What follows belongs to an exercise in optimizing a design on an open flow for small area and a short achievable clock period; a production flow would make more cautious choices. Function was checked by simulation only, so behaviour that the tests miss may differ from the original. In every run shown here, the design's own scripts or RTL, not TritonCTS, make the clock network. The flow treats the clock pin as an ideal source. Dropping or thinning the clock tree relies on that and would not hold on a real chip. Power is estimated from default activity; no workload was simulated.

==> design/flow/design.v <==
`timescale 1ns/100ps
package kws_pre_pkg;
  typedef logic [31:0]        word_t;          
  typedef logic signed [15:0] sample_t;        
  typedef logic [11:0]        addr_t;          
  localparam int unsigned n_coef     = 64;     
  localparam int unsigned coef_idx_w = 6;
  localparam int unsigned fifo_depth = 8;      
  localparam int unsigned fifo_ptr_w = 3;      
  localparam int unsigned count_w    = 4;      
  localparam int unsigned shift_w    = 4;
  typedef logic [coef_idx_w-1:0] coef_idx_t;
  typedef logic [count_w-1:0]    count_t;
  localparam addr_t ctrl_addr   = 12'h000;
  localparam addr_t status_addr = 12'h004;
  localparam addr_t data_addr   = 12'h008;     
  localparam addr_t result_addr = 12'h00C;     
  typedef struct packed {
    logic      wr_ctrl;
    logic      wr_data;
    logic      wr_coef;
    logic      rd_ctrl;
    logic      rd_status;
    logic      rd_result;
    coef_idx_t coef_idx;
  } reg_acc_t;
  typedef struct packed {
    logic               enable;
    logic [shift_w-1:0] shift;
    coef_idx_t          frame_len;
  } pre_cfg_t;
  typedef struct packed {
    sample_t value;
    logic    last;    
  } result_t;
endpackage
`timescale 1ns/100ps
module ahb_slave_port (
  input  logic                  hclk0,
  input  logic                  hrst_b0,
  input  logic                  hsel,
  input  logic [11:0]           haddr,
  input  logic [1:0]            htrans,
  input  logic                  hwrite,
  input  logic                  hready_in,
  output kws_pre_pkg::reg_acc_t reg_acc
);
  logic accept;      
  logic wr, rd;
  always_comb begin
    accept = hsel & hready_in & htrans[1];
    wr     = accept & hwrite;
    rd     = accept & ~hwrite;
  end
  always_ff @(posedge hclk0 or negedge hrst_b0) begin
    if (!hrst_b0) begin
      reg_acc.wr_ctrl   <= 1'b0;
      reg_acc.wr_data   <= 1'b0;
      reg_acc.wr_coef   <= 1'b0;
      reg_acc.rd_result <= 1'b0;
    end else begin
      reg_acc.wr_ctrl   <= wr & (haddr == kws_pre_pkg::ctrl_addr);
      reg_acc.wr_data   <= wr & (haddr == kws_pre_pkg::data_addr);
      reg_acc.wr_coef   <= wr & (haddr[11:8] == 4'h1);
      reg_acc.rd_result <= rd & (haddr == kws_pre_pkg::result_addr);
    end
  end
  always_ff @(posedge hclk0) begin
    reg_acc.rd_ctrl   <= rd & (haddr == kws_pre_pkg::ctrl_addr);
    reg_acc.rd_status <= rd & (haddr == kws_pre_pkg::status_addr);
    reg_acc.coef_idx  <= haddr[7:2];
  end
endmodule
`timescale 1ns/100ps
module pre_regs (
  input  logic                   hclk0,
  input  logic                   hrst_b0,
  input  kws_pre_pkg::reg_acc_t  reg_acc,
  input  logic [31:0]            hwdata,
  output kws_pre_pkg::word_t     hrdata,
  output kws_pre_pkg::pre_cfg_t  cfg,
  output logic                   sample_push,
  input  logic                   in_full,
  input  kws_pre_pkg::count_t    in_count,
  output logic                   result_pop,
  input  kws_pre_pkg::result_t   result,
  input  kws_pre_pkg::count_t    out_count,
  input  logic                   out_empty
);
  logic               overflow_q;     
  kws_pre_pkg::word_t rd_word;
  always_comb begin
    sample_push = reg_acc.wr_data & ~in_full;               
    result_pop  = reg_acc.rd_result & ~out_empty;
  end
  always_ff @(posedge hclk0 or negedge hrst_b0) begin
    if (!hrst_b0) begin
      cfg        <= '0;
      overflow_q <= 1'b0;
    end else begin
      if (reg_acc.wr_ctrl) begin
        cfg.enable    <= hwdata[0];
        cfg.shift     <= hwdata[7:4];
        cfg.frame_len <= hwdata[21:16];
      end
      if (reg_acc.wr_data && in_full) begin
        overflow_q <= 1'b1;
      end else if (reg_acc.wr_ctrl && hwdata[1]) begin
        overflow_q <= 1'b0;                                 
      end
    end
  end
  always_comb begin
    rd_word = '0;
    if (reg_acc.rd_ctrl) begin
      rd_word[0]     = cfg.enable;
      rd_word[7:4]   = cfg.shift;
      rd_word[21:16] = cfg.frame_len;
    end
    if (reg_acc.rd_status) begin
      rd_word[3:0]   = in_count;
      rd_word[11:8]  = out_count;
      rd_word[16]    = overflow_q;
    end
    if (reg_acc.rd_result && !out_empty) begin
      rd_word[31]    = 1'b1;
      rd_word[30]    = result.last;
      rd_word[29:0]  = {{14{result.value[15]}}, result.value};    
    end
  end
  always_ff @(posedge hclk0) begin
    hrdata <= rd_word;
  end
endmodule
`timescale 1ns/100ps
module coef_ram (
  input  logic                   hclk0,
  input  logic                   wr_en,
  input  kws_pre_pkg::coef_idx_t wr_index,
  input  kws_pre_pkg::sample_t   wr_value,
  input  logic [7:0]             rd_lo,       
  input  logic [7:0]             rd_hi,       
  output kws_pre_pkg::sample_t   rd_value
);
  kws_pre_pkg::sample_t mem [kws_pre_pkg::n_coef];
  kws_pre_pkg::sample_t grp [8];
  always_ff @(posedge hclk0) begin
    if (wr_en) begin
      mem[wr_index] <= wr_value;
    end
  end
  always_comb begin
    rd_value = '0;
    for (int h = 0; h < 8; h++) begin
      grp[h] = '0;
      for (int l = 0; l < 8; l++) begin
        grp[h] = grp[h] | (mem[8*h+l] & {16{rd_lo[l]}});
      end
      rd_value = rd_value | (grp[h] & {16{rd_hi[h]}});
    end
  end
endmodule
`timescale 1ns/100ps
module stream_fifo #(
  parameter int unsigned width = 16
) (
  input  logic                hclk0,
  input  logic                hrst_b0,
  input  logic                push,
  input  logic [width-1:0]    push_data,
  input  logic                pop,
  output logic [width-1:0]    pop_data,
  output logic                full,
  output logic                empty,
  output kws_pre_pkg::count_t count
);
  logic [width-1:0]                     mem [kws_pre_pkg::fifo_depth];
  logic [kws_pre_pkg::fifo_ptr_w-1:0]   wr_ptr;
  logic [kws_pre_pkg::fifo_ptr_w-1:0]   rd_ptr;
  always_ff @(posedge hclk0 or negedge hrst_b0) begin
    if (!hrst_b0) begin
      wr_ptr <= '0;
      rd_ptr <= '0;
      count  <= '0;
    end else begin
      if (push) begin
        wr_ptr <= wr_ptr + 1'b1;
      end
      if (pop) begin
        rd_ptr <= rd_ptr + 1'b1;
      end
      if (push != pop) begin
        count <= push ? count + 1'b1 : count - 1'b1;
      end
    end
  end
  always_ff @(posedge hclk0) begin
    if (push) begin
      mem[wr_ptr] <= push_data;
    end
  end
  always_comb begin
    pop_data = mem[rd_ptr];
    full     = count[3];                                
    empty    = (count == '0);
  end
endmodule
module result_queue (
  input  logic                 hclk0,
  input  logic                 hrst_b0,
  input  logic                 push,
  input  logic [15:0]          push_value,
  input  logic                 push_fits,
  input  logic                 push_sign,
  input  logic                 push_last,
  input  logic                 pop,
  output kws_pre_pkg::result_t pop_data,
  output logic                 empty,
  output kws_pre_pkg::count_t  count
);
  logic [16:0]          mem [kws_pre_pkg::fifo_depth];    
  logic [2:0]           wr_ptr;
  logic [2:0]           rd_ptr;
  logic                 st_valid;
  logic [2:0]           st_ptr;
  logic [15:0]          st_shifted;
  logic                 st_fits;
  logic                 st_sign;
  logic                 st_last;
  logic [15:0]          st_value;
  logic [16:0]          st_data;
  always_ff @(posedge hclk0 or negedge hrst_b0) begin
    if (!hrst_b0) begin
      wr_ptr   <= '0;
      rd_ptr   <= '0;
      count    <= '0;
      st_valid <= 1'b0;
    end else begin
      st_valid <= push;
      if (push) begin
        wr_ptr <= wr_ptr + 1'b1;
      end
      if (pop) begin
        rd_ptr <= rd_ptr + 1'b1;
      end
      if (push != pop) begin
        count <= push ? count + 1'b1 : count - 1'b1;
      end
    end
  end
  always_comb begin
    if (st_fits) begin
      st_value = st_shifted;
    end else begin
      st_value = st_sign ? 16'h8000 : 16'h7FFF;
    end
    st_data = {st_value, st_last};
  end
  always_ff @(posedge hclk0) begin
    st_shifted <= push_value;
    st_fits    <= push_fits;
    st_sign    <= push_sign;
    st_last    <= push_last;
    st_ptr     <= wr_ptr;
    if (st_valid) begin
      mem[st_ptr] <= st_data;
    end
  end
  always_comb begin
    pop_data = (st_valid && st_ptr == rd_ptr) ? st_data : mem[rd_ptr];
    empty    = (count == '0);
  end
endmodule
`timescale 1ns/100ps
module window_engine (
  input  logic                   hclk0,
  input  logic                   hrst_b0,
  input  kws_pre_pkg::pre_cfg_t  cfg,
  input  kws_pre_pkg::sample_t   in_data,
  input  logic                   in_empty,
  output logic                   in_pop,
  output logic [7:0]             coef_lo,
  output logic [7:0]             coef_hi,
  input  kws_pre_pkg::sample_t   coef_value,
  input  logic                   result_pop,
  output logic                   out_push,
  output logic [15:0]            out_shift_val,
  output logic                   out_fits,
  output logic                   out_sign,
  output logic                   out_last
);
  logic [7:0]             fi_lo;
  logic [7:0]             fi_hi;
  logic                   frame_end;
  kws_pre_pkg::count_t    occupancy;    
  logic                   s1_valid;
  kws_pre_pkg::sample_t   s1_sample;
  logic [7:0]             s1_neg, s1_one, s1_two;
  logic                   s1_last;
  logic [31:0]            pp_sum, pp_carry;
  logic                   s2_valid;
  logic [31:0]            s2_sum, s2_carry;
  logic [3:0]             s2_shift;
  logic                   s2_last;
  logic [31:0]            product;
  logic [15:0]            keep;         
  always_comb begin
    frame_end = fi_lo[cfg.frame_len[2:0]] & fi_hi[cfg.frame_len[5:3]];
    in_pop    = cfg.enable & ~in_empty & ~occupancy[3];
    coef_lo   = fi_lo;
    coef_hi   = fi_hi;
  end
  always_ff @(posedge hclk0 or negedge hrst_b0) begin
    if (!hrst_b0) begin
      fi_lo    <= 8'h01;
      fi_hi    <= 8'h01;
      s1_valid  <= 1'b0;
      s2_valid  <= 1'b0;
      occupancy <= '0;
    end else begin
      if (in_pop != result_pop) begin
        occupancy <= in_pop ? occupancy + 1'b1 : occupancy - 1'b1;
      end
      s1_valid <= in_pop;
      s2_valid <= s1_valid;
      if (!cfg.enable || (in_pop && frame_end)) begin
        fi_lo <= 8'h01;
        fi_hi <= 8'h01;
      end else if (in_pop) begin
        fi_lo <= {fi_lo[6:0], fi_lo[7]};
        if (fi_lo[7]) begin
          fi_hi <= {fi_hi[6:0], fi_hi[7]};
        end
      end
    end
  end
  always_ff @(posedge hclk0) begin
    s1_sample <= in_data;
    for (int i = 0; i < 8; i++) begin
      s1_neg[i] <= coef_value[2*i+1];
      s1_one[i] <= coef_value[2*i] ^ ((i == 0) ? 1'b0 : coef_value[2*i-1]);
      s1_two[i] <= ( coef_value[2*i+1] & ~coef_value[2*i] & ~((i == 0) ? 1'b0 : coef_value[2*i-1])) |
                   (~coef_value[2*i+1] &  coef_value[2*i] &  ((i == 0) ? 1'b0 : coef_value[2*i-1]));
    end
    s1_last   <= frame_end;
    s2_sum    <= pp_sum;
    s2_carry  <= pp_carry;
    s2_shift  <= cfg.shift;
    s2_last   <= s1_last;
  end
  kws_mul_csa u_mul (
    .x       (s1_sample),
    .neg_i   (s1_neg),
    .one_i   (s1_one),
    .two_i   (s1_two),
    .sum_o   (pp_sum),
    .carry_o (pp_carry)
  );
  always_comb begin
    product   = s2_sum + s2_carry;
    out_shift_val = 16'(product[30:0] >> s2_shift);    
    for (int j = 0; j < 16; j++) begin
      keep[j] = (j >= s2_shift) ? (product[15+j] ~^ product[31]) : 1'b1;
    end
    out_push  = s2_valid;
    out_fits  = &keep;                                   
    out_sign  = product[31];
    out_last  = s2_last;
  end
endmodule
module kws_mul_csa (
  input  logic [15:0] x,         
  input  logic [7:0]  neg_i,     
  input  logic [7:0]  one_i,
  input  logic [7:0]  two_i,
  output logic [31:0] sum_o,
  output logic [31:0] carry_o
);
  logic [7:0] neg, one, two;
  logic [16:0] pp0;
  logic [16:0] pp1;
  logic [16:0] pp2;
  logic [16:0] pp3;
  logic [16:0] pp4;
  logic [16:0] pp5;
  logic [16:0] pp6;
  logic [16:0] pp7;
  assign neg[0] = neg_i[0];
  assign one[0] = one_i[0];
  assign two[0] = two_i[0];
  assign pp0[0] = (one[0] & x[0]) ^ neg[0];
  assign pp0[1] = ((one[0] & x[1]) | (two[0] & x[0])) ^ neg[0];
  assign pp0[2] = ((one[0] & x[2]) | (two[0] & x[1])) ^ neg[0];
  assign pp0[3] = ((one[0] & x[3]) | (two[0] & x[2])) ^ neg[0];
  assign pp0[4] = ((one[0] & x[4]) | (two[0] & x[3])) ^ neg[0];
  assign pp0[5] = ((one[0] & x[5]) | (two[0] & x[4])) ^ neg[0];
  assign pp0[6] = ((one[0] & x[6]) | (two[0] & x[5])) ^ neg[0];
  assign pp0[7] = ((one[0] & x[7]) | (two[0] & x[6])) ^ neg[0];
  assign pp0[8] = ((one[0] & x[8]) | (two[0] & x[7])) ^ neg[0];
  assign pp0[9] = ((one[0] & x[9]) | (two[0] & x[8])) ^ neg[0];
  assign pp0[10] = ((one[0] & x[10]) | (two[0] & x[9])) ^ neg[0];
  assign pp0[11] = ((one[0] & x[11]) | (two[0] & x[10])) ^ neg[0];
  assign pp0[12] = ((one[0] & x[12]) | (two[0] & x[11])) ^ neg[0];
  assign pp0[13] = ((one[0] & x[13]) | (two[0] & x[12])) ^ neg[0];
  assign pp0[14] = ((one[0] & x[14]) | (two[0] & x[13])) ^ neg[0];
  assign pp0[15] = ((one[0] & x[15]) | (two[0] & x[14])) ^ neg[0];
  assign pp0[16] = ((one[0] & x[15]) | (two[0] & x[15])) ^ neg[0];
  assign neg[1] = neg_i[1];
  assign one[1] = one_i[1];
  assign two[1] = two_i[1];
  assign pp1[0] = (one[1] & x[0]) ^ neg[1];
  assign pp1[1] = ((one[1] & x[1]) | (two[1] & x[0])) ^ neg[1];
  assign pp1[2] = ((one[1] & x[2]) | (two[1] & x[1])) ^ neg[1];
  assign pp1[3] = ((one[1] & x[3]) | (two[1] & x[2])) ^ neg[1];
  assign pp1[4] = ((one[1] & x[4]) | (two[1] & x[3])) ^ neg[1];
  assign pp1[5] = ((one[1] & x[5]) | (two[1] & x[4])) ^ neg[1];
  assign pp1[6] = ((one[1] & x[6]) | (two[1] & x[5])) ^ neg[1];
  assign pp1[7] = ((one[1] & x[7]) | (two[1] & x[6])) ^ neg[1];
  assign pp1[8] = ((one[1] & x[8]) | (two[1] & x[7])) ^ neg[1];
  assign pp1[9] = ((one[1] & x[9]) | (two[1] & x[8])) ^ neg[1];
  assign pp1[10] = ((one[1] & x[10]) | (two[1] & x[9])) ^ neg[1];
  assign pp1[11] = ((one[1] & x[11]) | (two[1] & x[10])) ^ neg[1];
  assign pp1[12] = ((one[1] & x[12]) | (two[1] & x[11])) ^ neg[1];
  assign pp1[13] = ((one[1] & x[13]) | (two[1] & x[12])) ^ neg[1];
  assign pp1[14] = ((one[1] & x[14]) | (two[1] & x[13])) ^ neg[1];
  assign pp1[15] = ((one[1] & x[15]) | (two[1] & x[14])) ^ neg[1];
  assign pp1[16] = ((one[1] & x[15]) | (two[1] & x[15])) ^ neg[1];
  assign neg[2] = neg_i[2];
  assign one[2] = one_i[2];
  assign two[2] = two_i[2];
  assign pp2[0] = (one[2] & x[0]) ^ neg[2];
  assign pp2[1] = ((one[2] & x[1]) | (two[2] & x[0])) ^ neg[2];
  assign pp2[2] = ((one[2] & x[2]) | (two[2] & x[1])) ^ neg[2];
  assign pp2[3] = ((one[2] & x[3]) | (two[2] & x[2])) ^ neg[2];
  assign pp2[4] = ((one[2] & x[4]) | (two[2] & x[3])) ^ neg[2];
  assign pp2[5] = ((one[2] & x[5]) | (two[2] & x[4])) ^ neg[2];
  assign pp2[6] = ((one[2] & x[6]) | (two[2] & x[5])) ^ neg[2];
  assign pp2[7] = ((one[2] & x[7]) | (two[2] & x[6])) ^ neg[2];
  assign pp2[8] = ((one[2] & x[8]) | (two[2] & x[7])) ^ neg[2];
  assign pp2[9] = ((one[2] & x[9]) | (two[2] & x[8])) ^ neg[2];
  assign pp2[10] = ((one[2] & x[10]) | (two[2] & x[9])) ^ neg[2];
  assign pp2[11] = ((one[2] & x[11]) | (two[2] & x[10])) ^ neg[2];
  assign pp2[12] = ((one[2] & x[12]) | (two[2] & x[11])) ^ neg[2];
  assign pp2[13] = ((one[2] & x[13]) | (two[2] & x[12])) ^ neg[2];
  assign pp2[14] = ((one[2] & x[14]) | (two[2] & x[13])) ^ neg[2];
  assign pp2[15] = ((one[2] & x[15]) | (two[2] & x[14])) ^ neg[2];
  assign pp2[16] = ((one[2] & x[15]) | (two[2] & x[15])) ^ neg[2];
  assign neg[3] = neg_i[3];
  assign one[3] = one_i[3];
  assign two[3] = two_i[3];
  assign pp3[0] = (one[3] & x[0]) ^ neg[3];
  assign pp3[1] = ((one[3] & x[1]) | (two[3] & x[0])) ^ neg[3];
  assign pp3[2] = ((one[3] & x[2]) | (two[3] & x[1])) ^ neg[3];
  assign pp3[3] = ((one[3] & x[3]) | (two[3] & x[2])) ^ neg[3];
  assign pp3[4] = ((one[3] & x[4]) | (two[3] & x[3])) ^ neg[3];
  assign pp3[5] = ((one[3] & x[5]) | (two[3] & x[4])) ^ neg[3];
  assign pp3[6] = ((one[3] & x[6]) | (two[3] & x[5])) ^ neg[3];
  assign pp3[7] = ((one[3] & x[7]) | (two[3] & x[6])) ^ neg[3];
  assign pp3[8] = ((one[3] & x[8]) | (two[3] & x[7])) ^ neg[3];
  assign pp3[9] = ((one[3] & x[9]) | (two[3] & x[8])) ^ neg[3];
  assign pp3[10] = ((one[3] & x[10]) | (two[3] & x[9])) ^ neg[3];
  assign pp3[11] = ((one[3] & x[11]) | (two[3] & x[10])) ^ neg[3];
  assign pp3[12] = ((one[3] & x[12]) | (two[3] & x[11])) ^ neg[3];
  assign pp3[13] = ((one[3] & x[13]) | (two[3] & x[12])) ^ neg[3];
  assign pp3[14] = ((one[3] & x[14]) | (two[3] & x[13])) ^ neg[3];
  assign pp3[15] = ((one[3] & x[15]) | (two[3] & x[14])) ^ neg[3];
  assign pp3[16] = ((one[3] & x[15]) | (two[3] & x[15])) ^ neg[3];
  assign neg[4] = neg_i[4];
  assign one[4] = one_i[4];
  assign two[4] = two_i[4];
  assign pp4[0] = (one[4] & x[0]) ^ neg[4];
  assign pp4[1] = ((one[4] & x[1]) | (two[4] & x[0])) ^ neg[4];
  assign pp4[2] = ((one[4] & x[2]) | (two[4] & x[1])) ^ neg[4];
  assign pp4[3] = ((one[4] & x[3]) | (two[4] & x[2])) ^ neg[4];
  assign pp4[4] = ((one[4] & x[4]) | (two[4] & x[3])) ^ neg[4];
  assign pp4[5] = ((one[4] & x[5]) | (two[4] & x[4])) ^ neg[4];
  assign pp4[6] = ((one[4] & x[6]) | (two[4] & x[5])) ^ neg[4];
  assign pp4[7] = ((one[4] & x[7]) | (two[4] & x[6])) ^ neg[4];
  assign pp4[8] = ((one[4] & x[8]) | (two[4] & x[7])) ^ neg[4];
  assign pp4[9] = ((one[4] & x[9]) | (two[4] & x[8])) ^ neg[4];
  assign pp4[10] = ((one[4] & x[10]) | (two[4] & x[9])) ^ neg[4];
  assign pp4[11] = ((one[4] & x[11]) | (two[4] & x[10])) ^ neg[4];
  assign pp4[12] = ((one[4] & x[12]) | (two[4] & x[11])) ^ neg[4];
  assign pp4[13] = ((one[4] & x[13]) | (two[4] & x[12])) ^ neg[4];
  assign pp4[14] = ((one[4] & x[14]) | (two[4] & x[13])) ^ neg[4];
  assign pp4[15] = ((one[4] & x[15]) | (two[4] & x[14])) ^ neg[4];
  assign pp4[16] = ((one[4] & x[15]) | (two[4] & x[15])) ^ neg[4];
  assign neg[5] = neg_i[5];
  assign one[5] = one_i[5];
  assign two[5] = two_i[5];
  assign pp5[0] = (one[5] & x[0]) ^ neg[5];
  assign pp5[1] = ((one[5] & x[1]) | (two[5] & x[0])) ^ neg[5];
  assign pp5[2] = ((one[5] & x[2]) | (two[5] & x[1])) ^ neg[5];
  assign pp5[3] = ((one[5] & x[3]) | (two[5] & x[2])) ^ neg[5];
  assign pp5[4] = ((one[5] & x[4]) | (two[5] & x[3])) ^ neg[5];
  assign pp5[5] = ((one[5] & x[5]) | (two[5] & x[4])) ^ neg[5];
  assign pp5[6] = ((one[5] & x[6]) | (two[5] & x[5])) ^ neg[5];
  assign pp5[7] = ((one[5] & x[7]) | (two[5] & x[6])) ^ neg[5];
  assign pp5[8] = ((one[5] & x[8]) | (two[5] & x[7])) ^ neg[5];
  assign pp5[9] = ((one[5] & x[9]) | (two[5] & x[8])) ^ neg[5];
  assign pp5[10] = ((one[5] & x[10]) | (two[5] & x[9])) ^ neg[5];
  assign pp5[11] = ((one[5] & x[11]) | (two[5] & x[10])) ^ neg[5];
  assign pp5[12] = ((one[5] & x[12]) | (two[5] & x[11])) ^ neg[5];
  assign pp5[13] = ((one[5] & x[13]) | (two[5] & x[12])) ^ neg[5];
  assign pp5[14] = ((one[5] & x[14]) | (two[5] & x[13])) ^ neg[5];
  assign pp5[15] = ((one[5] & x[15]) | (two[5] & x[14])) ^ neg[5];
  assign pp5[16] = ((one[5] & x[15]) | (two[5] & x[15])) ^ neg[5];
  assign neg[6] = neg_i[6];
  assign one[6] = one_i[6];
  assign two[6] = two_i[6];
  assign pp6[0] = (one[6] & x[0]) ^ neg[6];
  assign pp6[1] = ((one[6] & x[1]) | (two[6] & x[0])) ^ neg[6];
  assign pp6[2] = ((one[6] & x[2]) | (two[6] & x[1])) ^ neg[6];
  assign pp6[3] = ((one[6] & x[3]) | (two[6] & x[2])) ^ neg[6];
  assign pp6[4] = ((one[6] & x[4]) | (two[6] & x[3])) ^ neg[6];
  assign pp6[5] = ((one[6] & x[5]) | (two[6] & x[4])) ^ neg[6];
  assign pp6[6] = ((one[6] & x[6]) | (two[6] & x[5])) ^ neg[6];
  assign pp6[7] = ((one[6] & x[7]) | (two[6] & x[6])) ^ neg[6];
  assign pp6[8] = ((one[6] & x[8]) | (two[6] & x[7])) ^ neg[6];
  assign pp6[9] = ((one[6] & x[9]) | (two[6] & x[8])) ^ neg[6];
  assign pp6[10] = ((one[6] & x[10]) | (two[6] & x[9])) ^ neg[6];
  assign pp6[11] = ((one[6] & x[11]) | (two[6] & x[10])) ^ neg[6];
  assign pp6[12] = ((one[6] & x[12]) | (two[6] & x[11])) ^ neg[6];
  assign pp6[13] = ((one[6] & x[13]) | (two[6] & x[12])) ^ neg[6];
  assign pp6[14] = ((one[6] & x[14]) | (two[6] & x[13])) ^ neg[6];
  assign pp6[15] = ((one[6] & x[15]) | (two[6] & x[14])) ^ neg[6];
  assign pp6[16] = ((one[6] & x[15]) | (two[6] & x[15])) ^ neg[6];
  assign neg[7] = neg_i[7];
  assign one[7] = one_i[7];
  assign two[7] = two_i[7];
  assign pp7[0] = (one[7] & x[0]) ^ neg[7];
  assign pp7[1] = ((one[7] & x[1]) | (two[7] & x[0])) ^ neg[7];
  assign pp7[2] = ((one[7] & x[2]) | (two[7] & x[1])) ^ neg[7];
  assign pp7[3] = ((one[7] & x[3]) | (two[7] & x[2])) ^ neg[7];
  assign pp7[4] = ((one[7] & x[4]) | (two[7] & x[3])) ^ neg[7];
  assign pp7[5] = ((one[7] & x[5]) | (two[7] & x[4])) ^ neg[7];
  assign pp7[6] = ((one[7] & x[6]) | (two[7] & x[5])) ^ neg[7];
  assign pp7[7] = ((one[7] & x[7]) | (two[7] & x[6])) ^ neg[7];
  assign pp7[8] = ((one[7] & x[8]) | (two[7] & x[7])) ^ neg[7];
  assign pp7[9] = ((one[7] & x[9]) | (two[7] & x[8])) ^ neg[7];
  assign pp7[10] = ((one[7] & x[10]) | (two[7] & x[9])) ^ neg[7];
  assign pp7[11] = ((one[7] & x[11]) | (two[7] & x[10])) ^ neg[7];
  assign pp7[12] = ((one[7] & x[12]) | (two[7] & x[11])) ^ neg[7];
  assign pp7[13] = ((one[7] & x[13]) | (two[7] & x[12])) ^ neg[7];
  assign pp7[14] = ((one[7] & x[14]) | (two[7] & x[13])) ^ neg[7];
  assign pp7[15] = ((one[7] & x[15]) | (two[7] & x[14])) ^ neg[7];
  assign pp7[16] = ((one[7] & x[15]) | (two[7] & x[15])) ^ neg[7];
  logic s0, c0;
  assign s0 = pp0[10] ^ pp1[8];
  assign c0 = pp0[10] & pp1[8];
  logic s1, c1;
  assign s1 = pp0[11] ^ pp1[9];
  assign c1 = pp0[11] & pp1[9];
  logic s2, c2;
  assign s2 = pp0[12] ^ pp1[10] ^ pp2[8];
  assign c2 = (pp0[12] & pp1[10]) | (pp0[12] & pp2[8]) | (pp1[10] & pp2[8]);
  logic s3, c3;
  assign s3 = pp3[6] ^ pp4[4];
  assign c3 = pp3[6] & pp4[4];
  logic s4, c4;
  assign s4 = pp0[13] ^ pp1[11] ^ pp2[9];
  assign c4 = (pp0[13] & pp1[11]) | (pp0[13] & pp2[9]) | (pp1[11] & pp2[9]);
  logic s5, c5;
  assign s5 = pp3[7] ^ pp4[5];
  assign c5 = pp3[7] & pp4[5];
  logic s6, c6;
  assign s6 = pp0[14] ^ pp1[12] ^ pp2[10];
  assign c6 = (pp0[14] & pp1[12]) | (pp0[14] & pp2[10]) | (pp1[12] & pp2[10]);
  logic s7, c7;
  assign s7 = pp3[8] ^ pp4[6] ^ pp5[4];
  assign c7 = (pp3[8] & pp4[6]) | (pp3[8] & pp5[4]) | (pp4[6] & pp5[4]);
  logic s8, c8;
  assign s8 = pp6[2] ^ pp7[0];
  assign c8 = pp6[2] & pp7[0];
  logic s9, c9;
  assign s9 = pp0[15] ^ pp1[13] ^ pp2[11];
  assign c9 = (pp0[15] & pp1[13]) | (pp0[15] & pp2[11]) | (pp1[13] & pp2[11]);
  logic s10, c10;
  assign s10 = pp3[9] ^ pp4[7] ^ pp5[5];
  assign c10 = (pp3[9] & pp4[7]) | (pp3[9] & pp5[5]) | (pp4[7] & pp5[5]);
  logic s11, c11;
  assign s11 = pp6[3] ^ pp7[1];
  assign c11 = pp6[3] & pp7[1];
  logic s12, c12;
  assign s12 = pp0[16] ^ pp1[14] ^ pp2[12];
  assign c12 = (pp0[16] & pp1[14]) | (pp0[16] & pp2[12]) | (pp1[14] & pp2[12]);
  logic s13, c13;
  assign s13 = pp3[10] ^ pp4[8] ^ pp5[6];
  assign c13 = (pp3[10] & pp4[8]) | (pp3[10] & pp5[6]) | (pp4[8] & pp5[6]);
  logic s14, c14;
  assign s14 = pp6[4] ^ pp7[2];
  assign c14 = pp6[4] & pp7[2];
  logic s15, c15;
  assign s15 = pp0[16] ^ pp1[15] ^ pp2[13];
  assign c15 = (pp0[16] & pp1[15]) | (pp0[16] & pp2[13]) | (pp1[15] & pp2[13]);
  logic s16, c16;
  assign s16 = pp3[11] ^ pp4[9] ^ pp5[7];
  assign c16 = (pp3[11] & pp4[9]) | (pp3[11] & pp5[7]) | (pp4[9] & pp5[7]);
  logic s17, c17;
  assign s17 = pp6[5] ^ pp7[3];
  assign c17 = pp6[5] & pp7[3];
  logic s18, c18;
  assign s18 = ~pp0[16] ^ ~pp1[16] ^ pp2[14];
  assign c18 = (~pp0[16] & ~pp1[16]) | (~pp0[16] & pp2[14]) | (~pp1[16] & pp2[14]);
  logic s19, c19;
  assign s19 = pp3[12] ^ pp4[10] ^ pp5[8];
  assign c19 = (pp3[12] & pp4[10]) | (pp3[12] & pp5[8]) | (pp4[10] & pp5[8]);
  logic s20, c20;
  assign s20 = pp6[6] ^ pp7[4];
  assign c20 = pp6[6] & pp7[4];
  logic s21, c21;
  assign s21 = 1'b1 ^ pp2[15] ^ pp3[13];
  assign c21 = (1'b1 & pp2[15]) | (1'b1 & pp3[13]) | (pp2[15] & pp3[13]);
  logic s22, c22;
  assign s22 = pp4[11] ^ pp5[9] ^ pp6[7];
  assign c22 = (pp4[11] & pp5[9]) | (pp4[11] & pp6[7]) | (pp5[9] & pp6[7]);
  logic s23, c23;
  assign s23 = ~pp2[16] ^ pp3[14] ^ pp4[12];
  assign c23 = (~pp2[16] & pp3[14]) | (~pp2[16] & pp4[12]) | (pp3[14] & pp4[12]);
  logic s24, c24;
  assign s24 = 1'b1 ^ pp3[15];
  assign c24 = 1'b1 & pp3[15];
  logic s25, c25;
  assign s25 = pp0[6] ^ pp1[4];
  assign c25 = pp0[6] & pp1[4];
  logic s26, c26;
  assign s26 = pp0[7] ^ pp1[5];
  assign c26 = pp0[7] & pp1[5];
  logic s27, c27;
  assign s27 = pp0[8] ^ pp1[6] ^ pp2[4];
  assign c27 = (pp0[8] & pp1[6]) | (pp0[8] & pp2[4]) | (pp1[6] & pp2[4]);
  logic s28, c28;
  assign s28 = pp3[2] ^ pp4[0];
  assign c28 = pp3[2] & pp4[0];
  logic s29, c29;
  assign s29 = pp0[9] ^ pp1[7] ^ pp2[5];
  assign c29 = (pp0[9] & pp1[7]) | (pp0[9] & pp2[5]) | (pp1[7] & pp2[5]);
  logic s30, c30;
  assign s30 = pp3[3] ^ pp4[1];
  assign c30 = pp3[3] & pp4[1];
  logic s31, c31;
  assign s31 = pp2[6] ^ pp3[4] ^ pp4[2];
  assign c31 = (pp2[6] & pp3[4]) | (pp2[6] & pp4[2]) | (pp3[4] & pp4[2]);
  logic s32, c32;
  assign s32 = pp5[0] ^ neg[5] ^ s0;
  assign c32 = (pp5[0] & neg[5]) | (pp5[0] & s0) | (neg[5] & s0);
  logic s33, c33;
  assign s33 = pp2[7] ^ pp3[5] ^ pp4[3];
  assign c33 = (pp2[7] & pp3[5]) | (pp2[7] & pp4[3]) | (pp3[5] & pp4[3]);
  logic s34, c34;
  assign s34 = pp5[1] ^ c0 ^ s1;
  assign c34 = (pp5[1] & c0) | (pp5[1] & s1) | (c0 & s1);
  logic s35, c35;
  assign s35 = pp5[2] ^ pp6[0] ^ neg[6];
  assign c35 = (pp5[2] & pp6[0]) | (pp5[2] & neg[6]) | (pp6[0] & neg[6]);
  logic s36, c36;
  assign s36 = c1 ^ s2 ^ s3;
  assign c36 = (c1 & s2) | (c1 & s3) | (s2 & s3);
  logic s37, c37;
  assign s37 = pp5[3] ^ pp6[1] ^ c2;
  assign c37 = (pp5[3] & pp6[1]) | (pp5[3] & c2) | (pp6[1] & c2);
  logic s38, c38;
  assign s38 = c3 ^ s4 ^ s5;
  assign c38 = (c3 & s4) | (c3 & s5) | (s4 & s5);
  logic s39, c39;
  assign s39 = neg[7] ^ c4 ^ c5;
  assign c39 = (neg[7] & c4) | (neg[7] & c5) | (c4 & c5);
  logic s40, c40;
  assign s40 = s6 ^ s7 ^ s8;
  assign c40 = (s6 & s7) | (s6 & s8) | (s7 & s8);
  logic s41, c41;
  assign s41 = c6 ^ c7 ^ c8;
  assign c41 = (c6 & c7) | (c6 & c8) | (c7 & c8);
  logic s42, c42;
  assign s42 = s9 ^ s10 ^ s11;
  assign c42 = (s9 & s10) | (s9 & s11) | (s10 & s11);
  logic s43, c43;
  assign s43 = c9 ^ c10 ^ c11;
  assign c43 = (c9 & c10) | (c9 & c11) | (c10 & c11);
  logic s44, c44;
  assign s44 = s12 ^ s13 ^ s14;
  assign c44 = (s12 & s13) | (s12 & s14) | (s13 & s14);
  logic s45, c45;
  assign s45 = c12 ^ c13 ^ c14;
  assign c45 = (c12 & c13) | (c12 & c14) | (c13 & c14);
  logic s46, c46;
  assign s46 = s15 ^ s16 ^ s17;
  assign c46 = (s15 & s16) | (s15 & s17) | (s16 & s17);
  logic s47, c47;
  assign s47 = c15 ^ c16 ^ c17;
  assign c47 = (c15 & c16) | (c15 & c17) | (c16 & c17);
  logic s48, c48;
  assign s48 = s18 ^ s19 ^ s20;
  assign c48 = (s18 & s19) | (s18 & s20) | (s19 & s20);
  logic s49, c49;
  assign s49 = pp7[5] ^ c18 ^ c19;
  assign c49 = (pp7[5] & c18) | (pp7[5] & c19) | (c18 & c19);
  logic s50, c50;
  assign s50 = c20 ^ s21 ^ s22;
  assign c50 = (c20 & s21) | (c20 & s22) | (s21 & s22);
  logic s51, c51;
  assign s51 = pp5[10] ^ pp6[8] ^ pp7[6];
  assign c51 = (pp5[10] & pp6[8]) | (pp5[10] & pp7[6]) | (pp6[8] & pp7[6]);
  logic s52, c52;
  assign s52 = c21 ^ c22 ^ s23;
  assign c52 = (c21 & c22) | (c21 & s23) | (c22 & s23);
  logic s53, c53;
  assign s53 = pp4[13] ^ pp5[11] ^ pp6[9];
  assign c53 = (pp4[13] & pp5[11]) | (pp4[13] & pp6[9]) | (pp5[11] & pp6[9]);
  logic s54, c54;
  assign s54 = pp7[7] ^ c23 ^ s24;
  assign c54 = (pp7[7] & c23) | (pp7[7] & s24) | (c23 & s24);
  logic s55, c55;
  assign s55 = ~pp3[16] ^ pp4[14] ^ pp5[12];
  assign c55 = (~pp3[16] & pp4[14]) | (~pp3[16] & pp5[12]) | (pp4[14] & pp5[12]);
  logic s56, c56;
  assign s56 = pp6[10] ^ pp7[8] ^ c24;
  assign c56 = (pp6[10] & pp7[8]) | (pp6[10] & c24) | (pp7[8] & c24);
  logic s57, c57;
  assign s57 = 1'b1 ^ pp4[15] ^ pp5[13];
  assign c57 = (1'b1 & pp4[15]) | (1'b1 & pp5[13]) | (pp4[15] & pp5[13]);
  logic s58, c58;
  assign s58 = pp6[11] ^ pp7[9];
  assign c58 = pp6[11] & pp7[9];
  logic s59, c59;
  assign s59 = ~pp4[16] ^ pp5[14] ^ pp6[12];
  assign c59 = (~pp4[16] & pp5[14]) | (~pp4[16] & pp6[12]) | (pp5[14] & pp6[12]);
  logic s60, c60;
  assign s60 = 1'b1 ^ pp5[15];
  assign c60 = 1'b1 & pp5[15];
  logic s61, c61;
  assign s61 = pp0[4] ^ pp1[2];
  assign c61 = pp0[4] & pp1[2];
  logic s62, c62;
  assign s62 = pp0[5] ^ pp1[3];
  assign c62 = pp0[5] & pp1[3];
  logic s63, c63;
  assign s63 = pp2[2] ^ pp3[0] ^ neg[3];
  assign c63 = (pp2[2] & pp3[0]) | (pp2[2] & neg[3]) | (pp3[0] & neg[3]);
  logic s64, c64;
  assign s64 = pp2[3] ^ pp3[1] ^ c25;
  assign c64 = (pp2[3] & pp3[1]) | (pp2[3] & c25) | (pp3[1] & c25);
  logic s65, c65;
  assign s65 = neg[4] ^ c26 ^ s27;
  assign c65 = (neg[4] & c26) | (neg[4] & s27) | (c26 & s27);
  logic s66, c66;
  assign s66 = c27 ^ c28 ^ s29;
  assign c66 = (c27 & c28) | (c27 & s29) | (c28 & s29);
  logic s67, c67;
  assign s67 = c29 ^ c30 ^ s31;
  assign c67 = (c29 & c30) | (c29 & s31) | (c30 & s31);
  logic s68, c68;
  assign s68 = c31 ^ c32 ^ s33;
  assign c68 = (c31 & c32) | (c31 & s33) | (c32 & s33);
  logic s69, c69;
  assign s69 = c33 ^ c34 ^ s35;
  assign c69 = (c33 & c34) | (c33 & s35) | (c34 & s35);
  logic s70, c70;
  assign s70 = c35 ^ c36 ^ s37;
  assign c70 = (c35 & c36) | (c35 & s37) | (c36 & s37);
  logic s71, c71;
  assign s71 = c37 ^ c38 ^ s39;
  assign c71 = (c37 & c38) | (c37 & s39) | (c38 & s39);
  logic s72, c72;
  assign s72 = c39 ^ c40 ^ s41;
  assign c72 = (c39 & c40) | (c39 & s41) | (c40 & s41);
  logic s73, c73;
  assign s73 = c41 ^ c42 ^ s43;
  assign c73 = (c41 & c42) | (c41 & s43) | (c42 & s43);
  logic s74, c74;
  assign s74 = c43 ^ c44 ^ s45;
  assign c74 = (c43 & c44) | (c43 & s45) | (c44 & s45);
  logic s75, c75;
  assign s75 = c45 ^ c46 ^ s47;
  assign c75 = (c45 & c46) | (c45 & s47) | (c46 & s47);
  logic s76, c76;
  assign s76 = c47 ^ c48 ^ s49;
  assign c76 = (c47 & c48) | (c47 & s49) | (c48 & s49);
  logic s77, c77;
  assign s77 = c49 ^ c50 ^ s51;
  assign c77 = (c49 & c50) | (c49 & s51) | (c50 & s51);
  logic s78, c78;
  assign s78 = c51 ^ c52 ^ s53;
  assign c78 = (c51 & c52) | (c51 & s53) | (c52 & s53);
  logic s79, c79;
  assign s79 = c53 ^ c54 ^ s55;
  assign c79 = (c53 & c54) | (c53 & s55) | (c54 & s55);
  logic s80, c80;
  assign s80 = c55 ^ c56 ^ s57;
  assign c80 = (c55 & c56) | (c55 & s57) | (c56 & s57);
  logic s81, c81;
  assign s81 = pp7[10] ^ c57 ^ c58;
  assign c81 = (pp7[10] & c57) | (pp7[10] & c58) | (c57 & c58);
  logic s82, c82;
  assign s82 = pp6[13] ^ pp7[11] ^ c59;
  assign c82 = (pp6[13] & pp7[11]) | (pp6[13] & c59) | (pp7[11] & c59);
  logic s83, c83;
  assign s83 = ~pp5[16] ^ pp6[14] ^ pp7[12];
  assign c83 = (~pp5[16] & pp6[14]) | (~pp5[16] & pp7[12]) | (pp6[14] & pp7[12]);
  logic s84, c84;
  assign s84 = 1'b1 ^ pp6[15];
  assign c84 = 1'b1 & pp6[15];
  logic s85, c85;
  assign s85 = pp0[2] ^ pp1[0];
  assign c85 = pp0[2] & pp1[0];
  logic s86, c86;
  assign s86 = pp0[3] ^ pp1[1];
  assign c86 = pp0[3] & pp1[1];
  logic s87, c87;
  assign s87 = pp2[0] ^ neg[2] ^ s61;
  assign c87 = (pp2[0] & neg[2]) | (pp2[0] & s61) | (neg[2] & s61);
  logic s88, c88;
  assign s88 = pp2[1] ^ c61 ^ s62;
  assign c88 = (pp2[1] & c61) | (pp2[1] & s62) | (c61 & s62);
  logic s89, c89;
  assign s89 = s25 ^ c62 ^ s63;
  assign c89 = (s25 & c62) | (s25 & s63) | (c62 & s63);
  logic s90, c90;
  assign s90 = s26 ^ c63 ^ s64;
  assign c90 = (s26 & c63) | (s26 & s64) | (c63 & s64);
  logic s91, c91;
  assign s91 = s28 ^ c64 ^ s65;
  assign c91 = (s28 & c64) | (s28 & s65) | (c64 & s65);
  logic s92, c92;
  assign s92 = s30 ^ c65 ^ s66;
  assign c92 = (s30 & c65) | (s30 & s66) | (c65 & s66);
  logic s93, c93;
  assign s93 = s32 ^ c66 ^ s67;
  assign c93 = (s32 & c66) | (s32 & s67) | (c66 & s67);
  logic s94, c94;
  assign s94 = s34 ^ c67 ^ s68;
  assign c94 = (s34 & c67) | (s34 & s68) | (c67 & s68);
  logic s95, c95;
  assign s95 = s36 ^ c68 ^ s69;
  assign c95 = (s36 & c68) | (s36 & s69) | (c68 & s69);
  logic s96, c96;
  assign s96 = s38 ^ c69 ^ s70;
  assign c96 = (s38 & c69) | (s38 & s70) | (c69 & s70);
  logic s97, c97;
  assign s97 = s40 ^ c70 ^ s71;
  assign c97 = (s40 & c70) | (s40 & s71) | (c70 & s71);
  logic s98, c98;
  assign s98 = s42 ^ c71 ^ s72;
  assign c98 = (s42 & c71) | (s42 & s72) | (c71 & s72);
  logic s99, c99;
  assign s99 = s44 ^ c72 ^ s73;
  assign c99 = (s44 & c72) | (s44 & s73) | (c72 & s73);
  logic s100, c100;
  assign s100 = s46 ^ c73 ^ s74;
  assign c100 = (s46 & c73) | (s46 & s74) | (c73 & s74);
  logic s101, c101;
  assign s101 = s48 ^ c74 ^ s75;
  assign c101 = (s48 & c74) | (s48 & s75) | (c74 & s75);
  logic s102, c102;
  assign s102 = s50 ^ c75 ^ s76;
  assign c102 = (s50 & c75) | (s50 & s76) | (c75 & s76);
  logic s103, c103;
  assign s103 = s52 ^ c76 ^ s77;
  assign c103 = (s52 & c76) | (s52 & s77) | (c76 & s77);
  logic s104, c104;
  assign s104 = s54 ^ c77 ^ s78;
  assign c104 = (s54 & c77) | (s54 & s78) | (c77 & s78);
  logic s105, c105;
  assign s105 = s56 ^ c78 ^ s79;
  assign c105 = (s56 & c78) | (s56 & s79) | (c78 & s79);
  logic s106, c106;
  assign s106 = s58 ^ c79 ^ s80;
  assign c106 = (s58 & c79) | (s58 & s80) | (c79 & s80);
  logic s107, c107;
  assign s107 = s59 ^ c80 ^ s81;
  assign c107 = (s59 & c80) | (s59 & s81) | (c80 & s81);
  logic s108, c108;
  assign s108 = s60 ^ c81 ^ s82;
  assign c108 = (s60 & c81) | (s60 & s82) | (c81 & s82);
  logic s109, c109;
  assign s109 = c60 ^ c82 ^ s83;
  assign c109 = (c60 & c82) | (c60 & s83) | (c82 & s83);
  logic s110, c110;
  assign s110 = pp7[13] ^ c83 ^ s84;
  assign c110 = (pp7[13] & c83) | (pp7[13] & s84) | (c83 & s84);
  logic s111, c111;
  assign s111 = ~pp6[16] ^ pp7[14] ^ c84;
  assign c111 = (~pp6[16] & pp7[14]) | (~pp6[16] & c84) | (pp7[14] & c84);
  logic s112, c112;
  assign s112 = 1'b1 ^ pp7[15];
  assign c112 = 1'b1 & pp7[15];
  assign sum_o[0] = pp0[0];
  assign carry_o[0] = neg[0];
  assign sum_o[1] = pp0[1];
  assign carry_o[1] = 1'b0;
  assign sum_o[2] = neg[1];
  assign carry_o[2] = s85;
  assign sum_o[3] = c85;
  assign carry_o[3] = s86;
  assign sum_o[4] = c86;
  assign carry_o[4] = s87;
  assign sum_o[5] = c87;
  assign carry_o[5] = s88;
  assign sum_o[6] = c88;
  assign carry_o[6] = s89;
  assign sum_o[7] = c89;
  assign carry_o[7] = s90;
  assign sum_o[8] = c90;
  assign carry_o[8] = s91;
  assign sum_o[9] = c91;
  assign carry_o[9] = s92;
  assign sum_o[10] = c92;
  assign carry_o[10] = s93;
  assign sum_o[11] = c93;
  assign carry_o[11] = s94;
  assign sum_o[12] = c94;
  assign carry_o[12] = s95;
  assign sum_o[13] = c95;
  assign carry_o[13] = s96;
  assign sum_o[14] = c96;
  assign carry_o[14] = s97;
  assign sum_o[15] = c97;
  assign carry_o[15] = s98;
  assign sum_o[16] = c98;
  assign carry_o[16] = s99;
  assign sum_o[17] = c99;
  assign carry_o[17] = s100;
  assign sum_o[18] = c100;
  assign carry_o[18] = s101;
  assign sum_o[19] = c101;
  assign carry_o[19] = s102;
  assign sum_o[20] = c102;
  assign carry_o[20] = s103;
  assign sum_o[21] = c103;
  assign carry_o[21] = s104;
  assign sum_o[22] = c104;
  assign carry_o[22] = s105;
  assign sum_o[23] = c105;
  assign carry_o[23] = s106;
  assign sum_o[24] = c106;
  assign carry_o[24] = s107;
  assign sum_o[25] = c107;
  assign carry_o[25] = s108;
  assign sum_o[26] = c108;
  assign carry_o[26] = s109;
  assign sum_o[27] = c109;
  assign carry_o[27] = s110;
  assign sum_o[28] = c110;
  assign carry_o[28] = s111;
  assign sum_o[29] = c111;
  assign carry_o[29] = s112;
  assign sum_o[30] = ~pp7[16];
  assign carry_o[30] = c112;
  assign sum_o[31] = 1'b1;
  assign carry_o[31] = 1'b0;
endmodule
`timescale 1ns/100ps
module kws_preprocess_top (
  input  logic                  hclk0,
  input  logic                  hrst_b0,
  input  logic                  hsel,
  input  logic [11:0]           haddr,
  input  logic [1:0]            htrans,
  input  logic                  hwrite,
  input  logic [31:0]           hwdata,
  input  logic                  hready_in,
  output logic [31:0]           hrdata
);
  kws_pre_pkg::reg_acc_t  reg_acc;
  kws_pre_pkg::pre_cfg_t  cfg;
  logic                   sample_push;
  logic                   in_full;
  logic                   in_empty;
  kws_pre_pkg::count_t    in_count;
  logic                   in_pop;
  kws_pre_pkg::sample_t   in_data;
  logic [7:0]             coef_lo;
  logic [7:0]             coef_hi;
  kws_pre_pkg::sample_t   coef_value;
  logic                   out_push;
  logic [15:0]            out_shift_val;
  logic                   out_fits;
  logic                   out_sign;
  logic                   out_last;
  logic                   result_pop;
  kws_pre_pkg::result_t   result;
  kws_pre_pkg::count_t    out_count;
  logic                   out_empty;
  ahb_slave_port u_port (
    .hclk0     (hclk0),
    .hrst_b0   (hrst_b0),
    .hsel      (hsel),
    .haddr     (haddr),
    .htrans    (htrans),
    .hwrite    (hwrite),
    .hready_in (hready_in),
    .reg_acc   (reg_acc)
  );
  pre_regs u_regs (
    .hclk0       (hclk0),
    .hrst_b0     (hrst_b0),
    .reg_acc     (reg_acc),
    .hwdata      (hwdata),
    .hrdata      (hrdata),
    .cfg         (cfg),
    .sample_push (sample_push),
    .in_full     (in_full),
    .in_count    (in_count),
    .result_pop  (result_pop),
    .result      (result),
    .out_count   (out_count),
    .out_empty   (out_empty)
  );
  coef_ram u_coef (
    .hclk0    (hclk0),
    .wr_en    (reg_acc.wr_coef),
    .wr_index (reg_acc.coef_idx),
    .wr_value (hwdata[15:0]),
    .rd_lo    (coef_lo),
    .rd_hi    (coef_hi),
    .rd_value (coef_value)
  );
  stream_fifo #(.width(16)) u_in_fifo (
    .hclk0     (hclk0),
    .hrst_b0   (hrst_b0),
    .push      (sample_push),
    .push_data (hwdata[15:0]),
    .pop       (in_pop),
    .pop_data  (in_data),
    .full      (in_full),
    .empty     (in_empty),
    .count     (in_count)
  );
  window_engine u_engine (
    .hclk0      (hclk0),
    .hrst_b0    (hrst_b0),
    .cfg        (cfg),
    .in_data    (in_data),
    .in_empty   (in_empty),
    .in_pop     (in_pop),
    .coef_lo    (coef_lo),
    .coef_hi    (coef_hi),
    .coef_value (coef_value),
    .result_pop (result_pop),
    .out_push   (out_push),
    .out_shift_val (out_shift_val),
    .out_fits   (out_fits),
    .out_sign   (out_sign),
    .out_last   (out_last)
  );
  result_queue u_out_fifo (
    .hclk0     (hclk0),
    .hrst_b0   (hrst_b0),
    .push       (out_push),
    .push_value (out_shift_val),
    .push_fits  (out_fits),
    .push_sign  (out_sign),
    .push_last  (out_last),
    .pop       (result_pop),
    .pop_data  (result),
    .empty     (out_empty),
    .count     (out_count)
  );
endmodule
==> design/flow/flow/run.sh <==
#!/bin/bash
# Standard layout with two changes:
#  - the clock tree is built by flow/manual_cts.tcl (sourced as the PRE_CTS_TCL
#    hook; it takes the place of TritonCTS): a balanced two-level tree of
#    clkbuf_16, four roots on the clock port, each driving the leaf buffers of
#    one quarter of the core;
#  - timing repair is aimed below the clock period: repair_timing works on
#    every path with less than SETUP_SLACK_MARGIN slack, resizing and swapping
#    gates (unbuffer,sizeup,swap,clone) rather than adding buffers.
set -euo pipefail
bash standard.sh SETUP_SLACK_MARGIN=7.1 SETUP_MOVE_SEQUENCE=unbuffer,sizeup,swap,clone PRE_CTS_TCL="$PWD/flow/manual_cts.tcl" finish > standard_flow.log 2>&1
==> design/flow/flow/manual_cts.tcl <==
# Hook sourced before clock_tree_synthesis (PRE_CTS_TCL): replaces TritonCTS
# with a two-level clock tree. The clock port drives NROOT root buffers (one
# per region of the core); each root drives the leaf buffers of its region,
# and each leaf buffer drives a cluster of about equal size of nearby flops.
rename clock_tree_synthesis tritoncts_clock_tree_synthesis

proc kws_split {items key n} {
  # split items ({x y ...} lists) into n groups of about equal size by key
  set s [lsort -real -index $key $items]
  set len [llength $s]
  set out {}
  for {set i 0} {$i < $n} {incr i} {
    set a [expr {($i * $len) / $n}]
    set b [expr {(($i + 1) * $len) / $n - 1}]
    lappend out [lrange $s $a $b]
  }
  return $out
}

proc kws_centroid {items} {
  set sx 0.0; set sy 0.0
  foreach it $items { set sx [expr {$sx + [lindex $it 0]}]; set sy [expr {$sy + [lindex $it 1]}] }
  set n [llength $items]
  return [list [expr {int($sx / $n)}] [expr {int($sy / $n)}]]
}

proc clock_tree_synthesis {args} {
  set rx [expr {[info exists ::env(KWS_ROOT_X)] ? $::env(KWS_ROOT_X) : 2}]
  set ry [expr {[info exists ::env(KWS_ROOT_Y)] ? $::env(KWS_ROOT_Y) : 2}]
  set lx [expr {[info exists ::env(KWS_LEAF_X)] ? $::env(KWS_LEAF_X) : 3}]
  set ly [expr {[info exists ::env(KWS_LEAF_Y)] ? $::env(KWS_LEAF_Y) : 5}]
  set root_cell [expr {[info exists ::env(KWS_ROOT_CELL)] ? $::env(KWS_ROOT_CELL) : "sky130_fd_sc_hd__clkbuf_16"}]
  set leaf_cell [expr {[info exists ::env(KWS_LEAF_CELL)] ? $::env(KWS_LEAF_CELL) : "sky130_fd_sc_hd__clkbuf_16"}]
  set db [ord::get_db]
  set block [ord::get_db_block]
  set clk [$block findNet hclk0]
  $clk setSigType CLOCK
  set rmaster [$db findMaster $root_cell]
  set lmaster [$db findMaster $leaf_cell]
  # sinks: every instance pin on the clock net
  set sinks {}
  foreach it [$clk getITerms] {
    set xy [$it getAvgXY]
    if {[lindex $xy 0] == 0} {
      set inst [$it getInst]
      set bb [$inst getBBox]
      set xy [list 1 [expr {([$bb xMin] + [$bb xMax]) / 2}] [expr {([$bb yMin] + [$bb yMax]) / 2}]]
    }
    lappend sinks [list [lindex $xy 1] [lindex $xy 2] $it]
  }
  puts "manual cts: [llength $sinks] sinks, roots ${rx}x${ry}, leaves per root ${lx}x${ly}"
  set r 0; set l 0
  foreach col [kws_split $sinks 0 $rx] {
    foreach region [kws_split $col 1 $ry] {
      set rname "clkroot_$r"
      set rnet [odb::dbNet_create $block "${rname}_net"]
      $rnet setSigType CLOCK
      set leaves {}
      foreach lcol [kws_split $region 0 $lx] {
        foreach cl [kws_split $lcol 1 $ly] {
          if {[llength $cl] == 0} continue
          set c [kws_centroid $cl]
          set lname "clkleaf_$l"
          set linst [odb::dbInst_create $block $lmaster $lname]
          $linst setLocation [lindex $c 0] [lindex $c 1]
          $linst setPlacementStatus PLACED
          set lnet [odb::dbNet_create $block "${lname}_net"]
          $lnet setSigType CLOCK
          foreach s $cl {
            set it [lindex $s 2]
            $it disconnect
            $it connect $lnet
          }
          [$linst findITerm X] connect $lnet
          [$linst findITerm A] connect $rnet
          lappend leaves [list [lindex $c 0] [lindex $c 1]]
          incr l
        }
      }
      set c [kws_centroid $leaves]
      set rinst [odb::dbInst_create $block $rmaster $rname]
      $rinst setLocation [lindex $c 0] [lindex $c 1]
      $rinst setPlacementStatus PLACED
      [$rinst findITerm X] connect $rnet
      [$rinst findITerm A] connect $clk
      incr r
    }
  }
  puts "manual cts: $r roots, $l leaves"
  global_connect
  set_propagated_clock [all_clocks]
}
==> design/flow/standard.sh <==
#!/bin/bash
# synth_recipe.tcl (not shown) runs the flow's synth.tcl, then flattens the netlist and writes it again
# the make line also repeats each setting of config.mk as NAME=value (left out here)
make -C /OpenROAD-flow-scripts/flow DESIGN_CONFIG=/design/flow/config.mk WORK_HOME=/design/flow/orfs CLKGATE_MAP_FILE= SYNTH_SCRIPT=/design/flow/synth_recipe.tcl "${@:-finish}"
==> design/flow/config.mk <==
export PLATFORM = sky130hd
export DESIGN_NAME = kws_preprocess_top
export DESIGN_NICKNAME = kws_preprocess_top
export VERILOG_FILES = /design/flow/design.v
export SDC_FILE = /design/flow/constraint.sdc
export NUM_CORES = 4
export LEC_CHECK = 0
export CAP_MARGIN = 20
export CORE_MARGIN = 2
export CORE_UTILIZATION = 60
export SLEW_MARGIN = 20
==> design/flow/constraint.sdc <==
create_clock -name core_clock -period 10.0 [get_ports {hclk0}]
set_input_delay 2.0000 -clock core_clock [delete_from_list [all_inputs] [get_ports {hclk0}]]
set_output_delay 2.0000 -clock core_clock [all_outputs]
set_load 0.01 [all_outputs]
==> qor.yml, run 1 <==
worst_setup_path:
  crit_chain: "clkinvlp_4 -> xnor2_2 -> fa_2 -> fa_2 -> fa_1 -> inv_2 -> fa_2"
  cp_common_cell: "fa_2"
  crit_family: "adder cells"
  worstPathMaxFanout: 8
  slowest_stage: "fa_2"
  crit_buf_inv: 2
  path_class: "flop to flop"
  arrival_ns: 3.57
  endpoint_kind: "flop"
  startpoint_type: "flop"
  max_stage_delay_ns: 0.52
  required_ns: 10.43
clock_network:
  clkLatencyLatePin_ns: 0.49
  ctsHoldBuffers: 0
  post_cts_buffers: 0
  clk_pin_slew_ns: 0.10
timing:
  fmax_mhz: 319.2
  period_share_pct: 31.33
  finalHoldViolCount: 0
  worstMarginPinSlew_ns: 1.172
  drv_slew: 0
  rsz0062_at_grt: "yes"
  setup_tns_ns: 0
  finalClockSkew_ns: 0.02365
  setup_viol: 0
  relSlewSlack_pct: 21.85
  fin_crit_ns: 3.133
synthesis:
  yosys_warnings: 7
  ys_top_cells_by_count: "edfxtp_1, a22oi_1, clkbuf_1"
  synth.distinct_cells: 79
  synth_nets: 4081
  syn_inst: 3881
  ys_seq_area_share_pct: 70.49
  synth_edf_count: 1288
  synth.cell_area_mm2: 0.06154
  synth.avg_cell_area_um2: 15.86
  synth_area_leaders: "edfxtp_1, a22oi_1, dfxtp_1"
  synth_top_area_share_pct: 62.85
  ys_async_sr_fraction_pct: 3.912
  synth.most_common_cell: "edfxtp_1"
  synthFlopType: "edfxtp_1"
  ys_seq_elements: 1508
  synth.largest_area_cell: "edfxtp_1"
power:
  p_leak_uw: 0.02181
  powerDensity_mw_per_mm2: 145.7
  peakVddDrop_uv: 151.9
  finalPower_uw: 9825
routing:
  drc: 0
  first_pass_iters: 6
  routed_wl_mm: 166.4
  vias: 35954
  antenna_left: 0
  dr.first_iter.drc_count: 5079
  viasPerCell: 6.831
  wl_per_cell_um: 31.62
floorplanning:
  fp-row-count: 117
  die_area_mm2: 0.1051
  start_util_pct: 60.49
  coreArea_mm2: 0.1017
  io_pins: 83
  die_w_um: 324.3
  dieHeight_um: 324.3
global_route:
  grt_pass1_wl_mm: 235.0
  grt_overflow_total: 0
  grt_max_degree: 74
  grt_pass1_vias: 34984
  antenna_found_initial: 5
  grt_usage_pct: 30.64
outcome:
  status: "no timing/DRC/antenna violations"
placed_design:
  gp_congestion: 0.8510
  hpwl_mm: 93.37
  port_buffers: 71
cells_and_area:
  drive_above_1_share_pct: 17.33
  final_nets: 4097
  insertedDiodeCount: 0
  area_growth_pct: 9.570
flow_run:
  drv_cap: 0
worst_hold_path:
  hold_path.class: "flop to flop"
per-layer routing:
layer | track usage (%) | vias up | wire length, µm
met5 | 0 | - | 10
met4 | 7.027 | 2 | 4903
met3 | 3.848 | 263 | 16440
met2 | 49.22 | 1971 | 77710
met1 | 45.42 | 18504 | 67340
li1 | - | 15214 | -
per-stage QoR:
step	hold slack [ns]	worst slack (ns)	instance area, µm²	cells	util (%)
CTS	0.3654	6.892	66580	5246	65.44
global route	0.3666	6.768	67430	5263	66.28
floorplan	0.3096	7.076	61750	3881	-
finish	0.3645	6.867	67430	5263	66.28
global placement	0.3262	6.418	63930	5171	62.84
detailed placement	0.3335	6.361	63930	5171	62.84
what timing repair did:
item	in CTS	in global routing
pin swaps	59	62
gates cloned	11	17
endpoints found under the hold margin	0	0
endpoints found under the setup margin	108	108
gates resized for setup	352	126
logic make-up after synthesis:
kind of cell | after synthesis | share of synthesized area, %
adder cells (fa/ha/maj) | 149 | 4.103
flip-flops | 1508 | 70.49
AND/OR/NAND/NOR | 493 | 4.034
buffers and inverters | 391 | 2.478
multiplexers | 185 | 4.696
XOR/XNOR | 197 | 2.840
AO/OA/AOI/OAI | 958 | 11.36
cell type report:
class                   count  area (µm²)
plain buffers              64        1602
fillers                  6956       34310
inverters                 105       402.9
multi-input cells        1983       17610
flip-flops and latches   1508       43550
well taps                1368        1712
repair buffers            234        2546
repair inverters            1       7.507
placed cells by master, fill, tap and decap left out, types with 17 or more instances in the layout:
cell and n:
xor2_1 72, clkdlybuf4s50_1 22, buf_6 29, dfxtp_4 27, mux4_2 79, buf_4 121, edfxtp_1 1288, a21oi_2 17
a21oi_1 61, a22oi_1 643, nand4_1 131, fa_2 31, xnor2_1 101, inv_1 92, nand3_1 34, buf_2 24
o21ai_0 56, a22oi_2 34, clkbuf_16 80, ha_1 40, nor2_1 127, mux2i_1 65, mux2_2 39, nand2_1 113
a21o_1 29, dfxtp_1 101, fa_1 57, dfxtp_2 33, dfrtp_1 48
worst paths after layout:
path / end / cells past startpoint / startpoint / slack [ns]
max: u_engine.s2_carry[17]$_DFF_P_ / 7 / u_engine.s1_neg[4]$_DFF_P_ / 6.87
min: u_engine.s2_last$_DFF_P_ / 0 / u_engine.s1_last$_DFF_P_ / 0.36
max reg2reg: u_engine.s2_carry[17]$_DFF_P_ / 7 / u_engine.s1_neg[4]$_DFF_P_ / 6.87
min reg2reg: u_engine.s2_last$_DFF_P_ / 0 / u_engine.s1_last$_DFF_P_ / 0.36
max in group asynchronous: u_engine.fi_lo[2]$_DFFE_PN0P_ / 2 / hrst_b0 / 7.60
min in group asynchronous: u_regs.cfg[9]$_DFFE_PN0P_ / 2 / hrst_b0 / 1.72
where the power goes:
| group | total (µW) | switching (µW) | leakage, µW | internal (µW) |
|---|---|---|---|---|
| logic | 161 | 125 | 0.00726 | 35.8 |
| registers | 6800 | 7.14 | 0.0138 | 6800 |
| clock network | 2860 | 1720 | 0.000789 | 1140 |
flip-flops by register name (all words and copies together), names as in the netlist, 8 cells and up:
register,flops
u_engine.s1_two,8
u_regs.hrdata,24
u_engine.fi_lo,8
u_engine.s2_carry,30
u_out_fifo.mem,136
u_coef.mem,1024
u_port.reg_acc,12
u_engine.s1_sample,16
u_engine.fi_hi,8
u_out_fifo.st_shifted,16
u_regs.cfg,11
u_in_fifo.mem,128
u_engine.s1_neg,8
u_engine.s1_one,8
u_engine.s2_sum,31
==> run 2: changes to the inputs <==
==> design/flow/flow/run.sh (replaced) <==
#!/bin/bash
# Standard layout with two changes:
#  - the clock tree is built by flow/manual_cts.tcl (sourced as the PRE_CTS_TCL
#    hook; it takes the place of TritonCTS): a balanced two-level tree of
#    clkbuf_16, four roots on the clock port, each driving the leaf buffers of
#    one quarter of the core;
#  - timing repair is aimed below the clock period: repair_timing works on
#    every path with less than SETUP_SLACK_MARGIN slack.
set -euo pipefail
bash standard.sh SETUP_SLACK_MARGIN=6.9 PRE_CTS_TCL="$PWD/flow/manual_cts.tcl" finish > standard_flow.log 2>&1
==> qor.yml, run 2 <==
timing:
  worstMarginPinSlew_ns: 1.066
  drv_slew: 0
  rsz0062_at_grt: "yes"
  setup_viol: 0
  finalHoldViolCount: 0
  layout_setup_ws_ns: 6.824
  setup_tns_ns: 0
  period_share_pct: 31.76
  finalClockSkew_ns: 0.03237
  fin_crit_ns: 3.176
  fmax_mhz: 314.9
  relSlewSlack_pct: 28.94
routing:
  viasPerCell: 6.743
  drc: 0
  wl_per_cell_um: 30.45
  dr.first_iter.drc_count: 4657
  met3_length_mm: 14.77
  vias: 35590
  routed_wl_mm: 160.7
  antenna_left: 0
  wl_met2_mm: 74.74
  first_pass_iters: 6
  detail_route.wirelength.met1_mm: 66.69
  routed.top_layer: "met5"
clock_network:
  clkLatencyLatePin_ns: 0.50
  ctsHoldBuffers: 0
  clk_pin_slew_ns: 0.10
global_route:
  grt_max_degree: 100
  grt_pass1_vias: 34852
  antenna_found_initial: 7
  grt_usage_pct: 30.08
  grt_overflow_total: 0
  grt_pass1_wl_mm: 231.2
synthesis:
  ys_seq_elements: 1508
  synth_compound_area_share_pct: 11.36
  synth_edf_count: 1288
  muxShareOfSynthArea_pct: 4.696
  synthFlopType: "edfxtp_1"
  synth.avg_cell_area_um2: 15.86
  synth.largest_area_cell: "edfxtp_1"
  synth_top_family_by_area: "compound AO/OA/AOI/OAI gates"
  syn_inst: 3881
  yosys_warnings: 7
  ys_async_sr_fraction_pct: 3.912
  synth-xor-area-share_pct: 2.840
  synth_fa_ha_area_share_pct: 4.103
  synth_top_area_share_pct: 62.85
  ys_top_cells_by_count: "edfxtp_1, a22oi_1, clkbuf_1"
  synth_area_leaders: "edfxtp_1, a22oi_1, dfxtp_1"
  ys_seq_area_share_pct: 70.49
  yosys.area_share.simple_pct: 4.034
  synth.most_common_cell: "edfxtp_1"
  synth_nets: 4081
  synth.cell_area_mm2: 0.06154
  synth.distinct_cells: 79
worst_setup_path:
  startpoint_type: "flop"
  r2r-start: "u_engine.fi_lo[0]$_DFFE_PN1P_"
  worstPathMaxFanout: 3
  cp-startpoint: "u_regs.hrdata[29]$_SDFF_PN0_"
  endpoint_kind: "primary output"
  path_class: "flop to primary output"
  arrival_ns: 1.18
  required_ns: 8.00
floorplanning:
  io_pins: 83
  dieHeight_um: 324.3
  die_w_um: 324.3
  fp-row-count: 117
  start_util_pct: 60.49
  die_area_mm2: 0.1051
  coreArea_mm2: 0.1017
power:
  finalPower_uw: 9832
  p_leak_uw: 0.02165
  peakVddDrop_uv: 143.4
  powerDensity_mw_per_mm2: 147.6
cells_and_area:
  area_growth_pct: 8.246
  top_register: "u_coef.mem"
  top_regs: "u_coef.mem: 1024 flops, u_out_fifo.mem: 136 flops, u_in_fifo.mem: 128 flops"
  multi_input_area_mm2: 0.01726
  layout_common_cells: "edfxtp_1, a22oi_1, buf_4, nand4_1, nor2_1"
  mostFrequentLayoutCell: "edfxtp_1"
  final_nets: 4111
  largest_register_ffs: 1024
  ff_latch_area_mm2: 0.04355
  drive_above_1_share_pct: 14.61
  fill_cells: 7160
placed_design:
  port_buffers: 71
  hpwl_mm: 91.49
  gp_congestion: 0.8376
  place_ws_ns: 6.075
outcome:
  status: "no timing/DRC/antenna violations"
worst_hold_path:
  min_from: "u_engine.s1_last$_DFF_P_"
  hold_path.class: "flop to flop"
flow_run:
  drv_cap: 0
-- run 2: cell counts after synthesis --
Identical to the previous run, type by type.
-- run 2: repair_timing --
action / in CTS / in global routing
hold endpoints to repair: 0 / 0
setup buffers: 22 / 27
gates resized for setup: 189 / 98
endpoints found under the setup margin: 89 / 69
pin swaps: 15 / 27
-- run 2: path summary, 6_finish.rpt --
path | cells past startpoint | slack, ns | endpoint
max in group asynchronous | 1 | 7.73 | u_engine.fi_lo[7]$_DFFE_PN0P_
min in group asynchronous | 1 | 1.63 | u_in_fifo.rd_ptr[2]$_DFFE_PN0P_
max | 3 | 6.82 | hrdata[24]
min | 0 | 0.36 | u_engine.s2_last$_DFF_P_
min reg2reg | 0 | 0.36 | u_engine.s2_last$_DFF_P_
max reg2reg | 8 | 6.93 | u_engine.s1_two[4]$_DFF_P_
-- run 2: where the power goes --
part	switching (µW)	internal (µW)
logic	125	37.1
clock network	1730	1140
registers	7.03	6800
-- run 2: logic make-up (layout without fill, tap and decap cells) --
| kind of cell | count (synthesis) | in the layout |
|---|---|---|
| mux | 185 | 185 |
| simple gates | 493 | 493 |
| other cells | 0 | 1 |
| flops | 1508 | 1508 |
| compound gates | 958 | 958 |
| buf+inv | 391 | 419 |
| xor+xnor | 197 | 197 |
| fa+ha+maj | 149 | 149 |
-- run 2: per-stage QoR --
step           utilization (%)  hold WS [ns]  instances  instance area (µm²)
2_1_floorplan                -        0.3096       3881                61560
3_3_place_gp             62.73        0.3243       5164                63830
3_5_place_dp             62.73        0.3402       5164                63830
4_1_cts                  64.89        0.3591       5250                66020
5_1_grt                  65.48        0.3627       5277                66620
6_report                 65.48        0.3572       5278                66620
-- run 2: final cells by class --
class,count,share of cell area [%]
Antenna cell,1,0.003756
Inverter,105,0.6067
Timing Repair Buffer,250,3.140
Sequential cell,1508,65.37
Multi-Input combinational cell,1982,25.91
Buffer,64,2.404
Tap cell,1368,2.569
-- run 2: metal layers --
metal	vias up	GRT usage (%)
met4	4	7.418
met1	18296	44.67
met2	1839	47.64
met3	239	4.221
met5	-	0
li1	15212	-
-- run 2: critical path, cell delays in order, from the launching register on --
cell and delay, ns:
dfxtp_4 0.37, buf_6 0.12, buf_6 0.11, buf_6 0.11

## separate check: timing with driven ports
How much do the figures lean on ideal ports? The routed layouts below were timed once more, with nothing changed but the port constraints.
Step 1, drivers: a clkbuf_16 drives hclk0 and a buf_2 each remaining input, both assumed.
Step 2, shift: input delay + t, output delay - t, t = (earliest + latest rising clock arrival at the registers) / 2. This alone moves slack from input paths to output paths.
Slacks: no drivers / after step 1 / after step 2; pairs: no drivers / after step 1.
| run | t, ns | setup slack, ns |
|---|---|---|
| run 1 | 0.622 | 6.867 / 6.812 / 6.650 |
| run 2 | 0.639 | 6.824 / 6.666 / 6.560 |
After both steps setup and hold are still met in every run listed.
